This design comes from an exercise in tuning for small area and a short achievable clock period on the open sky130 flow, not from production work.
Only simulation tests tie the RTL to the original design; equivalence was not proved.
Power figures rest on the tool's default switching activity, not on a simulated workload.

==> tundra <==
==> flow/design.v (excerpt) <==
module register_file_sb
#(
  parameter int DATA_WIDTH = regfile_pkg::DEF_DATA_WIDTH,
  parameter int NUM_REGS   = regfile_pkg::DEF_NUM_REGS,
  parameter int ADDR_W     = $clog2(NUM_REGS),
  parameter bit BYPASS_EN  = 1'b1
) (
  input  logic                  clk,
  input  logic                  rst,
  input  logic [ADDR_W-1:0]     rs1_addr,
  input  logic [ADDR_W-1:0]     rs2_addr,
  output logic [DATA_WIDTH-1:0] rs1_data,
  output logic [DATA_WIDTH-1:0] rs2_data,
  output logic                  rs1_busy,
  output logic                  rs2_busy,
  input  logic                  iss_en,
  input  logic [ADDR_W-1:0]     iss_rd,
  input  logic                  wb0_en,
  input  logic [ADDR_W-1:0]     wb0_addr,
  input  logic [DATA_WIDTH-1:0] wb0_data,
  input  logic                  wb1_en,
  input  logic [ADDR_W-1:0]     wb1_addr,
  input  logic [DATA_WIDTH-1:0] wb1_data,
  output logic [ADDR_W:0]       busy_count
);
  localparam int NR = NUM_REGS - 1;    
  logic [DATA_WIDTH-1:0] regs_q [1:NUM_REGS-1];
  logic [DATA_WIDTH-1:0] regs_d [1:NUM_REGS-1];
  logic [NUM_REGS-1:0]   busy_q;
  logic [ADDR_W:0]       busy_count_q;
  logic [NUM_REGS-1:0] hit0, hit1, set, dec1, dec2, clr;
  assign hit0[0] = 1'b0;
  assign hit1[0] = 1'b0;
  assign set[0]  = 1'b0;
  assign dec1[0] = 1'b0;
  assign dec2[0] = 1'b0;
  assign clr[0] = 1'b0;
  rf_wdec #(.AW(ADDR_W)) u_dec_wb (
    .a0(wb0_addr), .en0(wb0_en), .a1(wb1_addr), .en1(wb1_en),
    .hit0(hit0[NUM_REGS-1:1]), .hit1(hit1[NUM_REGS-1:1]), .clr(clr[NUM_REGS-1:1])
  );
  rf_dec #(.AW(ADDR_W)) u_dec_is (.a(iss_rd),   .en(iss_en), .y(set[NUM_REGS-1:1]));
  rf_rdec #(.AW(ADDR_W)) u_dec_r1 (.a(rs1_addr), .clr(clr[NUM_REGS-1:1]), .y(dec1[NUM_REGS-1:1]));
  ...
Settings: LEC_CHECK=0, CAP_MARGIN=20, CELL_PAD_IN_SITES_DETAIL_PLACEMENT=1, CELL_PAD_IN_SITES_GLOBAL_PLACEMENT=2, CORE_MARGIN=2, CORE_UTILIZATION=35, CTS_CLUSTER_DIAMETER=100, CTS_CLUSTER_SIZE=16, PLACE_DENSITY=0.5, SETUP_SLACK_MARGIN=2.8, SLEW_MARGIN=20, SYNTH_HIERARCHICAL=1, SYNTH_MINIMUM_KEEP_SIZE=0; clock period 8.0 ns.
run.sh (not shown) runs the stock make flow with config.mk's settings and CLKGATE_MAP_FILE= SYNTH_SCRIPT=/design/flow/synth_recipe.tcl, a recipe that flattens the netlist after the stock synthesis.
==> inputs of nickel, as changes to tundra <==
--- a/flow/design.v
+++ b/flow/design.v
@@ -46,28 +46,23 @@
   input  logic a, b,
   output logic y
 );
   assign y = ~(a | b);
 endmodule
 module rf_rdbit #(
-  parameter int NR  = 31,
-  parameter bit BYP = 1'b1
+  parameter int NR = 31
 ) (
   input  logic [NR-1:0] sel,
   input  logic [NR-1:0] dat,
   input  logic          bs1, bd1, bs0, bd0,
   output logic          y
 );
   localparam int NG = (NR + 2) / 3;       
   logic [NG-1:0] g;
   logic          gb;
-  if (BYP) begin : g_byp
-    rf_aoi22 u_gb (.a1(bs1), .a2(bd1), .b1(bs0), .b2(bd0), .y(gb));
-  end else begin : g_nobyp
-    assign gb = 1'b1;
-  end
+  rf_aoi22 u_gb (.a1(bs1), .a2(bd1), .b1(bs0), .b2(bd0), .y(gb));
   for (genvar k = 0; k < NG; k++) begin : g_l1
     localparam int W = (3*k + 3 <= NR) ? 3 : NR - 3*k;
     if (W == 3) begin : g_3
       rf_aoi222 u_g (
         .a1(sel[3*k]),   .a2(dat[3*k]),
         .b1(sel[3*k+1]), .b2(dat[3*k+1]),
@@ -81,24 +76,20 @@
         .y (g[k])
       );
     end else begin : g_1
       rf_nand #(.N(2)) u_g (.a({sel[3*k], dat[3*k]}), .y(g[k]));
     end
   end
-  localparam int NA = NG + (BYP ? 1 : 0);
+  localparam int NA = NG + 1;
   localparam int N3 = (NA + 2) / 3;
   localparam int N2 = (N3 + 1) / 2;
   logic [3*N3-1:0] ga;
   logic [N3-1:0]   p;
   logic [2*N2-1:0] pp;
   logic [N2-1:0]   q;
-  if (BYP) begin : g_ga1
-    assign ga = {{(3*N3-NA){1'b1}}, gb, g};
-  end else begin : g_ga0
-    assign ga = {{(3*N3-NA){1'b1}}, g};
-  end
+  assign ga = {{(3*N3-NA){1'b1}}, gb, g};
   for (genvar k = 0; k < N3; k++) begin : g_l2
     localparam int W = (3*k + 3 <= NA) ? 3 : NA - 3*k;
     rf_nand #(.N(W)) u_p (.a(ga[3*k +: W]), .y(p[k]));
   end
   assign pp = {{(2*N2-N3){1'b0}}, p};
   for (genvar k = 0; k < N2; k++) begin : g_l3
@@ -356,16 +347,10 @@
     rf_rdbit #(.NR(NR)) u_rd2 (
       .sel(dec2[NUM_REGS-1:1]), .dat(dat),
       .bs1(byp2_1), .bd1(wb1_data[b]), .bs0(bs2_0), .bd0(wb0_data[b]),
       .y(rs2_data[b])
     );
   end
-  rf_rdbit #(.NR(NR), .BYP(1'b0)) u_bz1 (
-    .sel(dec1[NUM_REGS-1:1]), .dat(busy_q[NUM_REGS-1:1]),
-    .bs1(1'b0), .bd1(1'b0), .bs0(1'b0), .bd0(1'b0), .y(rs1_busy)
-  );
-  rf_rdbit #(.NR(NR), .BYP(1'b0)) u_bz2 (
-    .sel(dec2[NUM_REGS-1:1]), .dat(busy_q[NUM_REGS-1:1]),
-    .bs1(1'b0), .bd1(1'b0), .bs0(1'b0), .bd0(1'b0), .y(rs2_busy)
-  );
+  assign rs1_busy = |(dec1 & busy_q);
+  assign rs2_busy = |(dec2 & busy_q);
 endmodule
 `default_nettype wire
Settings changed: CORE_UTILIZATION 35 to 30, PLACE_DENSITY 0.5 to 0.45, SETUP_SLACK_MARGIN 2.8 to 3.2.
==> summary.txt <==
status=timing/DRC/antenna clean; combinational-cell power consumption=approximately 3.7 mW; sequential cell area share=between 30% and 40%; die extent in y=~420 µm; number of design-rule violations left by the first detailed-router iteration=about 16,000; Relative slew margins=between 10% and 20%; sequential share of power=50.0%; last element of the critical path=rs2_data[14]; clock tree buffer count of the final layout=80; total internal power=roughly 9.9 mW; initial cell density of the core=30.23%
-- figures above: nickel

==> summary.txt <==
status=timing/DRC/antenna clean; last element of the critical path=rs2_data[16]; worst slack at placement=between 300 and 400 ps; power density relative to cell area=roughly 220 nW/µm²; number of design-rule violations left by the first detailed-router iteration=approximately 18,000; Relative slew margins=10.30%; Sinks on Clock Net=between 1,000 and 1,500; sequential cell area share=36.59%; die extent in y=391.8 µm; clock tree buffer count of the final layout=82; initial cell density of the core=a little over a third; sequential share of power=49.8%; total internal power=approximately 9.9 mW
-- figures above: tundra

[separate check: timing with driven ports]
No port has a modelled driver above. Below, the same layouts with a new extraction and two added sets of constraints.
Step 1 (the two cells are an assumption about what drives the block):
set clk [get_ports {clk}]
set_driving_cell -lib_cell sky130_fd_sc_hd__clkbuf_16 $clk
set_driving_cell -lib_cell sky130_fd_sc_hd__buf_2 [delete_from_list [all_inputs] $clk]
Step 2 adds t to the input delays and takes it off the output delays; t is the mean of the earliest and latest rising clock arrival at the registers after step 1. Input paths then give back, and output paths get back, about the clock's delay inside the block.
Slacks: ideal / step 1 / step 2; pairs: ideal / step 1.
| run | t (ns) | setup slack, ns | worst register clock-pin slew, ns | cell pins on the clock port's net |
|---|---|---|---|---|
| tundra | 0.793 | 2.057 / 2.006 / 2.006 | 0.09 / 0.09 | 1 |
| nickel | 0.829 | 2.275 / 2.217 / 2.217 | 0.09 / 0.09 | 1 |
After both steps setup and hold are still met in every run listed. The setup slack of nickel, which loses most, moves by -0.058 ns with the drivers and by -0.058 ns with both steps.
